Background: an optimization exercise with open tools, aiming at small area. Do not read the settings as production practice. Function was checked by simulation only, so behaviour that the tests miss may differ from the original. Power and IR drop assume default switching activity.

$ cat design/flow/run.sh
#!/bin/bash
# synth_recipe.tcl (not shown) runs the flow's synth.tcl, then flattens the netlist and writes it again
# the make line also repeats each setting of config.mk as NAME=value (left out here)
make -C /OpenROAD-flow-scripts/flow DESIGN_CONFIG=/design/flow/config.mk WORK_HOME=/design/flow/orfs CLKGATE_MAP_FILE= SYNTH_SCRIPT=/design/flow/synth_recipe.tcl finish
$ cat design/flow/config.mk
export PLATFORM = sky130hd
export DESIGN_NAME = dma_master_top
export DESIGN_NICKNAME = dma_master_top
export VERILOG_FILES = /design/flow/design.v
export SDC_FILE = /design/flow/constraint.sdc
export NUM_CORES = 4
export LEC_CHECK = 0
export CAP_MARGIN = 20
export CORE_MARGIN = 2
export CORE_UTILIZATION = 40
export CTS_BUF_LIST = sky130_fd_sc_hd__clkbuf_4
export SLEW_MARGIN = 20
$ cat design/flow/constraint.sdc
create_clock -name core_clock -period 5.0 [get_ports {m_HCLK}]
set_input_delay 1.0000 -clock core_clock [delete_from_list [all_inputs] [get_ports {m_HCLK}]]
set_output_delay 1.0000 -clock core_clock [all_outputs]
set_load 0.01 [all_outputs]
$ cat design/flow/design.v
package dma_pkg;
    typedef logic [32-1:0] word_t;
    typedef logic [32-1:0] addr_t;
    typedef logic [5-1:0] beat_t;
    typedef logic [12-3:0]   words_t;   
    typedef enum logic [1:0] {
        IDLE   = 2'b00,
        BUSY   = 2'b01,
        NONSEQ = 2'b10,
        SEQ    = 2'b11
    } htrans_e;
    typedef enum logic [2:0] {
        SINGLE = 3'b000,
        INCR   = 3'b001,
        INCR4  = 3'b011,
        INCR8  = 3'b101,
        INCR16 = 3'b111
    } hburst_e;
    typedef enum logic [2:0] {
        BSEL_SINGLE = 3'd0,
        BSEL_INCR4  = 3'd1,
        BSEL_INCR8  = 3'd2,
        BSEL_INCR16 = 3'd3
    } burst_sel_e;
    typedef enum logic [2:0] {
        SEQ_IDLE,
        SEQ_REQ,
        SEQ_READ,
        SEQ_WRITE,
        SEQ_DONE
    } seq_state_e;
endpackage
`timescale 1ns/10ps
module dma_master_top (
    input  logic        m_HCLK,
    input  logic        m_HRESETn,
    input  logic        start,
    input  logic [31:0] src_addr,
    input  logic [31:0] dest_addr,
    input  logic [11:0] xfer_bytes,
    input  logic [2:0]  burst_sel,
    input  logic        intr_mask,
    input  logic        intr_clear,
    output logic        busy,
    output logic        dma_intr,
    output logic        hbusreq,
    input  logic        hgrant,
    output logic [1:0]  htrans,
    output logic [2:0]  hburst,
    output logic [2:0]  hsize,
    output logic [31:0] haddr,
    output logic        hwrite,
    output logic [31:0] hwdata,
    input  logic        hready,
    input  logic [31:0] hrdata
);
    localparam logic [2:0] S_IDLE  = 3'b000;
    localparam logic [2:0] S_REQ   = 3'b101;
    localparam logic [2:0] S_READ  = 3'b110;
    localparam logic [2:0] S_WRITE = 3'b111;
    localparam logic [2:0] S_DONE  = 3'b100;
    logic [2:0]  state;
    logic        status;
    logic [9:0]  words_left;
    logic [1:0]  sel_q;       
    logic [4:0]  acnt;        
    logic [4:0]  dcnt;        
    logic [4:0]  len_q;       
    logic [3:0]  rp;          
    logic        dph_valid;
    logic        dph_write;
    logic [31:0] a_q;         
    logic [31:0] b_q;         
    logic        first_rd;    
    logic [31:0] mem [16];
    logic is_read, is_write, load, done;
    logic cmd_active, cmd_first, issue, rd_done, wr_done;
    logic go_read, go_write;
    logic a_eq, d_eq;
    logic [4:0] burst_len;
    logic [2:0] burst_code;
    logic [31:0] a_inc;
    assign is_read  = (state == S_READ);
    assign is_write = (state == S_WRITE);
    assign done     = (state == S_DONE);
    assign busy     = state[2];
    assign hbusreq  = state[1] | state[0];
    assign load     = start && !busy;
    assign dma_intr = status && !intr_mask;
    assign hsize    = 3'b010;
    assign a_eq       = (acnt == len_q);
    assign d_eq       = (dcnt == len_q);
    assign cmd_active = state[1] && !a_eq && hgrant;
    assign cmd_first  = (acnt == 5'd0);
    assign issue      = cmd_active && hready;
    assign rd_done    = hready && dph_valid && !dph_write;
    assign wr_done    = hready && dph_valid && dph_write;
    always_comb begin
        logic short;
        case (sel_q)
            2'd0: begin burst_len = 5'd1;  burst_code = 3'b000; short = 1'b0; end
            2'd1: begin burst_len = 5'd4;  burst_code = 3'b011; short = (words_left[9:2] == '0); end
            2'd2: begin burst_len = 5'd8;  burst_code = 3'b101; short = (words_left[9:3] == '0); end
            default: begin burst_len = 5'd16; burst_code = 3'b111; short = (words_left[9:4] == '0); end
        endcase
        if (short) begin
            burst_len  = {1'b0, words_left[3:0]};
            burst_code = 3'b001;
        end
    end
    always_comb begin
        go_read  = 1'b0;
        go_write = 1'b0;
        case (state)
            S_REQ:   go_read  = hgrant;
            S_READ:  go_write = a_eq && d_eq;
            S_WRITE: go_read  = a_eq && (words_left != '0);
            default: ;
        endcase
    end
    always_ff @(posedge m_HCLK or negedge m_HRESETn) begin
        if (!m_HRESETn) begin
            state     <= S_IDLE;
            status    <= 1'b0;
            htrans    <= 2'b00;
            dph_valid <= 1'b0;
        end else begin
            case (state)
                S_IDLE:  if (start) state <= S_REQ;
                S_REQ:   if (hgrant) state <= S_READ;
                S_READ:  if (go_write) state <= S_WRITE;
                S_WRITE: if (go_read) state <= S_READ;
                         else if (a_eq && d_eq) state <= S_DONE;
                default: state <= S_IDLE;
            endcase
            if (done)
                status <= 1'b1;
            else if (intr_clear)
                status <= 1'b0;
            if (hready) begin
                dph_valid <= htrans[1];
                if (!cmd_active)
                    htrans <= 2'b00;
                else if (cmd_first || htrans == 2'b00)
                    htrans <= 2'b10;
                else
                    htrans <= 2'b11;
            end
        end
    end
    always_ff @(posedge m_HCLK) begin
        if (load) begin
            words_left <= xfer_bytes[11:2];
            sel_q      <= {burst_sel[2] | burst_sel[1], burst_sel[2] | burst_sel[0]};
        end else if (issue && is_write) begin
            words_left <= words_left - 1'b1;
        end
        if (go_read)
            len_q <= burst_len;
        if (go_read || go_write) begin
            acnt <= '0;
            dcnt <= '0;
        end else begin
            if (issue)
                acnt <= acnt + 1'b1;
            if ((is_read && rd_done) || (is_write && wr_done))
                dcnt <= dcnt + 1'b1;
        end
        if (go_write)
            rp <= '0;
        else if (wr_done)
            rp <= rp + 1'b1;
        if (hready) begin
            dph_write <= hwrite;
            hwrite    <= cmd_active && is_write;
            if (cmd_active) begin
                if (cmd_first)
                    hburst <= burst_code;
                else if (htrans == 2'b00)
                    hburst <= 3'b001;   
            end
        end
    end
    assign a_inc = {a_q[31:2] + 30'd1, a_q[1:0]};
    assign haddr = a_q;
    always_ff @(posedge m_HCLK) begin
        if (load) begin
            a_q      <= src_addr;
            b_q      <= dest_addr;
            first_rd <= 1'b1;
        end else if (issue) begin
            first_rd <= 1'b0;
            if (!first_rd) begin
                if (cmd_first) begin
                    a_q <= b_q;
                    b_q <= a_inc;
                end else begin
                    a_q <= a_inc;
                end
            end
        end
    end
    always_ff @(posedge m_HCLK) begin
        if (rd_done)
            mem[dcnt[3:0]] <= hrdata;
    end
    always_comb begin
        hwdata = '0;
        for (int i = 0; i < 16; i++)
            hwdata = hwdata | (mem[i] & {32{rp == 4'(i)}});
    end
endmodule
==> results of run 1 <==
==> flip-flops by register name, summed over array words and instances, names as in the netlist <==
name,flops
mem,512
b_q,32
first_rd,1
words_left,10
hburst,3
dph_write,1
hwrite,1
len_q,5
a_q,32
state,3
status,1
dph_valid,1
dcnt,5
htrans,2
sel_q,2
acnt,5
rp,4
==> power breakdown <==
| part | total [mW] | internal, mW | leakage [nW] | switching, mW |
|---|---|---|---|---|
| Combinational | 4.68 | 2.01 | 3.10 | 2.67 |
| Sequential | 6.50 | 6.14 | 5.63 | 0.363 |
| Clock | 4.49 | 2.40 | 1.26 | 2.09 |
==> final timing paths <==
check | cells after the start | startpoint | end | slack [ns]
setup / recovery | 7 | rp[1] | hwdata[12] | 0.20
hold / removal | 1 | m_HRESETn | status | 0.28
setup reg to reg | 7 | state[2] | a_q[19] | 2.43
hold reg to reg | 0 | hwrite | dph_write | 0.48
max in group asynchronous | 1 | m_HRESETn | htrans[0] | 4.46
min in group core_clock | 0 | hwrite | dph_write | 0.48
==> per-layer routing <==
metal	wire length (um)	share of wire, %	track usage, %	vias to the layer above
li1	-	-	-	7392
met1	28030	42	27.33	8223
met2	32660	48	34.00	707
met3	5353	7.9	5.246	94
met4	1380	2.0	8.235	4
met5	23	0.034	0	-
==> what timing repair did <==
item,4_1_cts,5_1_grt
pin swaps,0,1
endpoints found under the hold margin,0,0
setup buffers,1,1
gates resized for setup,4,0
endpoints found under the setup margin,12,2
cloned,0,1
hold buffers,0,0
==> cells by family after synthesis <==
kind of cell,count (synthesis),synth area share (%)
and+or+nand+nor,382,7.448
AOI/OAI and AO/OA,429,12.18
adders and majority gates,12,0.5990
DFF,620,73.54
xor gates and xnor gates,50,1.747
muxes,46,2.351
other,2,0.02996
buffers and inverters,131,2.107
==> metrics by stage <==
step | util, % | power, mW | area (sq um)
CTS | 49.20 | 15.76 | 30420
floorplan | - | 9.144 | 25070
global route | 49.30 | 16.46 | 30480
detailed placement | 45.71 | 11.22 | 28260
global placement | 45.71 | 11.17 | 28260
finish | 49.31 | 15.67 | 30480
==> layout make-up <==
cell class,instances,area (sq um),area share (%)
inverter,19,71.32,0.2340
antenna,4,10.01,0.03284
multi-input combinational,922,6305,20.68
clock inverter,42,285.3,0.9358
sequential,620,18440,60.48
tap,837,1047,3.435
clock buffer,245,1839,6.033
timing repair buffer,243,2489,8.164
==> critical path, delay by kind of cell, from the launching register on <==
kind | cells | cell delay (ns)
buffers and inverters | 3 | 1.21
muxes | 1 | 0.49
adders and majority gates | 1 | 0.40
DFF | 1 | 0.39
AOI/OAI and AO/OA | 2 | 0.37
==> layout by cell type (no fill, tap or decap), types with 9 or more instances in the layout <==
| cell | count |
|---|---|
| edfxtp_1 | 598 |
| clkbuf_4 | 245 |
| clkdlybuf4s50_1 | 188 |
| nand2_1 | 122 |
| a21oi_1 | 90 |
| nor2_1 | 77 |
| o21ai_0 | 76 |
| a22oi_1 | 71 |
| a222oi_1 | 45 |
| a221oi_1 | 44 |
| nand3_1 | 41 |
| buf_4 | 38 |
| xor2_1 | 27 |
| mux2i_1 | 24 |
| a22o_1 | 24 |
| and3_1 | 23 |
| xnor2_1 | 23 |
| clkinv_1 | 23 |
| inv_1 | 17 |
| nand4_1 | 17 |
| nor3_1 | 16 |
| mux2_2 | 13 |
| dfxtp_1 | 13 |
| and2_1 | 12 |
| nor2_4 | 12 |
| buf_12 | 11 |
| or3_1 | 10 |
| mux4_2 | 9 |
| o211ai_1 | 9 |
==> impl_metrics.ini, run 1 <==
[logic_synthesis]
synth_edf_count = 598
synth_top_flop_cell = edfxtp_1
yosysUniqueCellTypes = 75
synthTopCellsByCount = edfxtp_1 (598), nand2_1 (123), a21oi_1 (90)
ys_ff_latch = 620
synth_cells = 1672
yosysTopAreaCell = edfxtp_1
yosysSeqAreaShare_pct = 73.54
async_flop_share_pct = 1.129
yosysWarnings = 1
yosysTopAreaCellShare_pct = 71.65
syn_avg_cell_area_sq_um = 14.99
yosys-top-cells-area = edfxtp_1 (72%), a22oi_1 (2.1%), nand2_1 (1.8%)
syn_area_sq_um = 25060
yosysMostFrequentCell = edfxtp_1

[timing]
hold_violations = 0
setup_slack_ns = 0.2007
min_period_over_period_pct = 95.99
max_freq_ghz = 0.2084
rsz0062_at_grt = no
setup_viol = 0
setup_tns_ns = 0
maxSlewHeadroom_pct = 41.58
finClkSkew_ns = 0.07272
period_needed_ns = 4.799
slew_violations = 0
tightest_slew_ns = 0.8731
whs_ns = 0.2751

[global_route]
overflow = 0
grt_pass1_vias = 16660
grt_pass1_wl_um = 101000
grt_use_total_pct = 21.03
grt_max_degree = 70
antenna_found_initial = 6

[power]
peakVddDrop_mv = 0.2795
power-per-cell-area_nw_per_um2 = 514.2
p_leak_nw = 9.993

[setup_path]
crit_chain = inv_1, ha_4, buf_4, a222oi_1, mux4_2, o221ai_1, clkdlybuf4s50_1
endpoint_kind = primary output
path_max_fanout = 23
critPathSlowestCell = clkdlybuf4s50_1
critPathMaxStageDelay_ns = 0.64
criticalPathCategory = reg -> out
cp.required_ns = 4.00
cp.arrival_ns = 3.80
start_kind = flop

[drt]
first_pass_iters = 7
vias = 16420
detail_route.wl_per_cell_um = 23.01
finalWirelength_um = 67450
drc = 0
drtIter0Drc = 1429
via_per_inst = 5.600
drtAntennaViolNets = 0

[die]
start_util_pct = 40.54
num_rows = 91
die_h_um = 254.3
io_pins = 194
die-area_sq_um = 64680
core_sq_um = 61830
die_x_um = 254.3

[cts]
cts_buffers = 165
insertion_delay_ns = 1.01
cts_tree = done
clock_sinks = 620
root_buffer = clkbuf_4
cts_buffer_depth = 3
clk_pin_slew_worst_paths_ns = 0.06
cts_max_level = 4

[finish]
n_fill_cell = 5411
drive_gt1_share_pct = 18.36
final_cells = 2932
fin_nets = 2101
syn_to_final_growth_pct = 21.63

[run]
maxCapViolations = 0

[place]
dp_slack_ns = 0.9535
routabilityCongestion = 0.8120
place_inst = 2637
numPortBuffers = 188
place_hpwl_um = 38050

[hold_path]
min_path_type = in -> async

[run_status]
outcome = timing/DRC/antenna clean
==> run 2, diff against run 1 <==
--- a/design/flow/config.mk
+++ b/design/flow/config.mk
@@ -9,4 +9,3 @@
 export CORE_MARGIN = 2
 export CORE_UTILIZATION = 40
-export CTS_BUF_LIST = sky130_fd_sc_hd__clkbuf_4
 export SLEW_MARGIN = 20
==> impl_metrics.ini, run 2 <==
[run_status]
outcome = timing/DRC/antenna clean

[place]
routabilityCongestion = 0.8120
place_inst = 2637
place_hpwl_um = 38050
numPortBuffers = 188

[global_route]
grt_pass1_vias = 15830
grt_pass1_wl_um = 98970
overflow = 0
grt_use_total_pct = 20.51
grt_max_degree = 70
antenna_found_initial = 7

[cts]
postCtsSetupBuffers = 0
clock_sinks = 620
cts_buffers = 68
insertion_delay_ns = 0.61
cts_tree = done
clk_pin_slew_worst_paths_ns = 0.06
cts_max_level = 3
hold_buffers = 0
root_buffer = clkbuf_16
ctsResizeCount = 0
cts_buffer_depth = 3

[power]
combPwrFrac_pct = 28.6
power-per-cell-area_nw_per_um2 = 528.4
internal_power_mw = 11.11
swShare_pct = 31.10
power.total_mw = 16.12
clockPowerShare_pct = 31.1
p_leak_nw = 9.789
seqPwrFrac_pct = 40.3
p_sw_mw = 5.014
peakVddDrop_mv = 0.2914

[logic_synthesis]
syn_area_sq_um = 25060
synth_top_flop_cell = edfxtp_1
yosysUniqueCellTypes = 75
async_flop_share_pct = 1.129
yosys-top-cells-area = edfxtp_1 (72%), a22oi_1 (2.1%), nand2_1 (1.8%)
yosysTopAreaCellShare_pct = 71.65
syn_avg_cell_area_sq_um = 14.99
synthTopCellsByCount = edfxtp_1 (598), nand2_1 (123), a21oi_1 (90)
synth_edf_count = 598
yosysTopAreaCell = edfxtp_1
ys_ff_latch = 620
yosysWarnings = 1
yosysSeqAreaShare_pct = 73.54
synth_cells = 1672
yosysMostFrequentCell = edfxtp_1

[timing]
finClkSkew_ns = 0.02299
slew_violations = 0
max_freq_ghz = 0.2140
setup_viol = 0
setup_tns_ns = 0
maxSlewHeadroom_pct = 42.73
min_period_over_period_pct = 93.46
period_needed_ns = 4.673
tightest_slew_ns = 0.8559
hold_violations = 0
rsz0062_at_grt = no

[drt]
finalWirelength_um = 65940
vias = 15710
via_per_inst = 5.687
drtAntennaViolNets = 0
drc = 0
drtIter0Drc = 1562
first_pass_iters = 5
detail_route.wl_per_cell_um = 23.86

[setup_path]
start_kind = flop
criticalPathCategory = reg -> out
timing.critical_path.from = rp[0]
r2r-start = state[2]
path_max_fanout = 69
cp.arrival_ns = 3.67
cp.required_ns = 4.00
endpoint_kind = primary output

[finish]
n_fill_cell = 5277
drive_gt1_share_pct = 10.93
final_util_pct = 49.35
syn_to_final_growth_pct = 21.74
final_cells = 2763
largest_reg_flops = 512
multi_input_area_sq_um = 6304
final_common_cell = edfxtp_1
fin_nets = 2001
final_cell_mix = edfxtp_1 (598), clkdlybuf4s50_1 (188), nand2_1 (122)
seqCellArea_sq_um = 18440

[die]
start_util_pct = 40.54
die_h_um = 254.3
core_sq_um = 61830
die_x_um = 254.3
die-area_sq_um = 64680
io_pins = 194
num_rows = 91

[hold_path]
min_path_type = reg -> reg
holdCritStartpoint = hwrite

[run]
maxCapViolations = 0
## run 2: power groups by stage
stage,Sequential [mW],Combinational [mW],Clock [mW]
after floorplan,6.51,2.64,0
after global placement,6.60,4.57,0
after detailed placement,6.60,4.62,0
after CTS,6.50,4.64,5.09
after global routing,6.55,5.00,5.28
final,6.50,4.61,5.01
## run 2: cells by family (layout without fill, tap and decap cells)
| kind of cell | after synthesis | in the layout | share of synthesized area (%) |
|---|---|---|---|
| compound gates | 429 | 429 | 12.18 |
| xor+xnor | 50 | 50 | 1.747 |
| fa+ha+maj | 12 | 12 | 0.5990 |
| buf+inv | 131 | 380 | 2.107 |
| flops | 620 | 620 | 73.54 |
| mux | 46 | 46 | 2.351 |
| other cells | 2 | 7 | 0.02996 |
| simple gates | 382 | 382 | 7.448 |
## run 2: worst max-delay path, cell delays in order, from the launching register on
cell and delay [ns]:
dfxtp_1 0.38, inv_1 0.22, ha_4 0.48, buf_12 0.43, and2_1 0.50, a221oi_1 0.19
o21ai_0 0.22, clkdlybuf4s50_1 0.63
## run 2: metrics by stage
stage               cell area (sq um)  hold WS, ns  setup slack, ns
finish                          30510       0.4852           0.3268
global route                    30510       0.4904           0.2007
detailed placement              28260       0.4612           0.9535
global placement                28260       0.4363            1.005
floorplan                       25070       0.4323           0.3529
CTS                             30480       0.4932           0.3025
## run 2: path summary, 6_finish.rpt
kind / to / slack [ns] / cells after the start
hold reg to reg: dph_write / 0.49 / 0
max in group asynchronous: htrans[1] / 4.08 / 1
setup reg to reg: a_q[19] / 2.43 / 7
setup / recovery: hwdata[7] / 0.33 / 7
hold / removal: dph_write / 0.49 / 0
min in group asynchronous: status / 0.67 / 1
## run 2: layout make-up
cell class / instances / share of cell area, %
clock buffers: 87 / 6.053
well taps: 837 / 3.432
clock inverters: 34 / 1.222
flip-flops and latches: 620 / 60.43
multi-input cells: 922 / 20.66
inverters: 19 / 0.2337
repair buffers: 240 / 7.939
diodes: 4 / 0.03281
## run 2: layer usage
layer  up-vias  track usage [%]  wire, um
li1       7073                -         -
met1      7908            27.54     27770
met2       611            33.28     31430
met3       114            4.746      5164
met4         6            6.185      1532
met5         -                0        41

separate check: timing with driven ports:
No port has a modelled driver above. Below, the same layouts with a new extraction and two added sets of constraints.
Step 1 (the two cells are an assumption about what drives the block):
set clk [get_ports {m_HCLK}]
set_driving_cell -lib_cell sky130_fd_sc_hd__clkbuf_16 $clk
set_driving_cell -lib_cell sky130_fd_sc_hd__buf_2 [delete_from_list [all_inputs] $clk]
Step 2 adds t to the input delays and takes it off the output delays; t is the mean of the earliest and latest rising clock arrival at the registers after step 1. Input paths then give back, and output paths get back, about the clock's delay inside the block.
Three values: ideal ports, drivers, drivers and shift; two values: the first two.
| run | t, ns | slack for setup (ns) | worst data-port slew with drivers (ns) |
|---|---|---|---|
| run 1 | 1.030 | 0.201 / 0.144 / 1.174 | 0.12 |
| run 2 | 0.658 | 0.327 / 0.267 / 0.925 | 0.12 |
After both steps setup and hold are still met in every run listed.
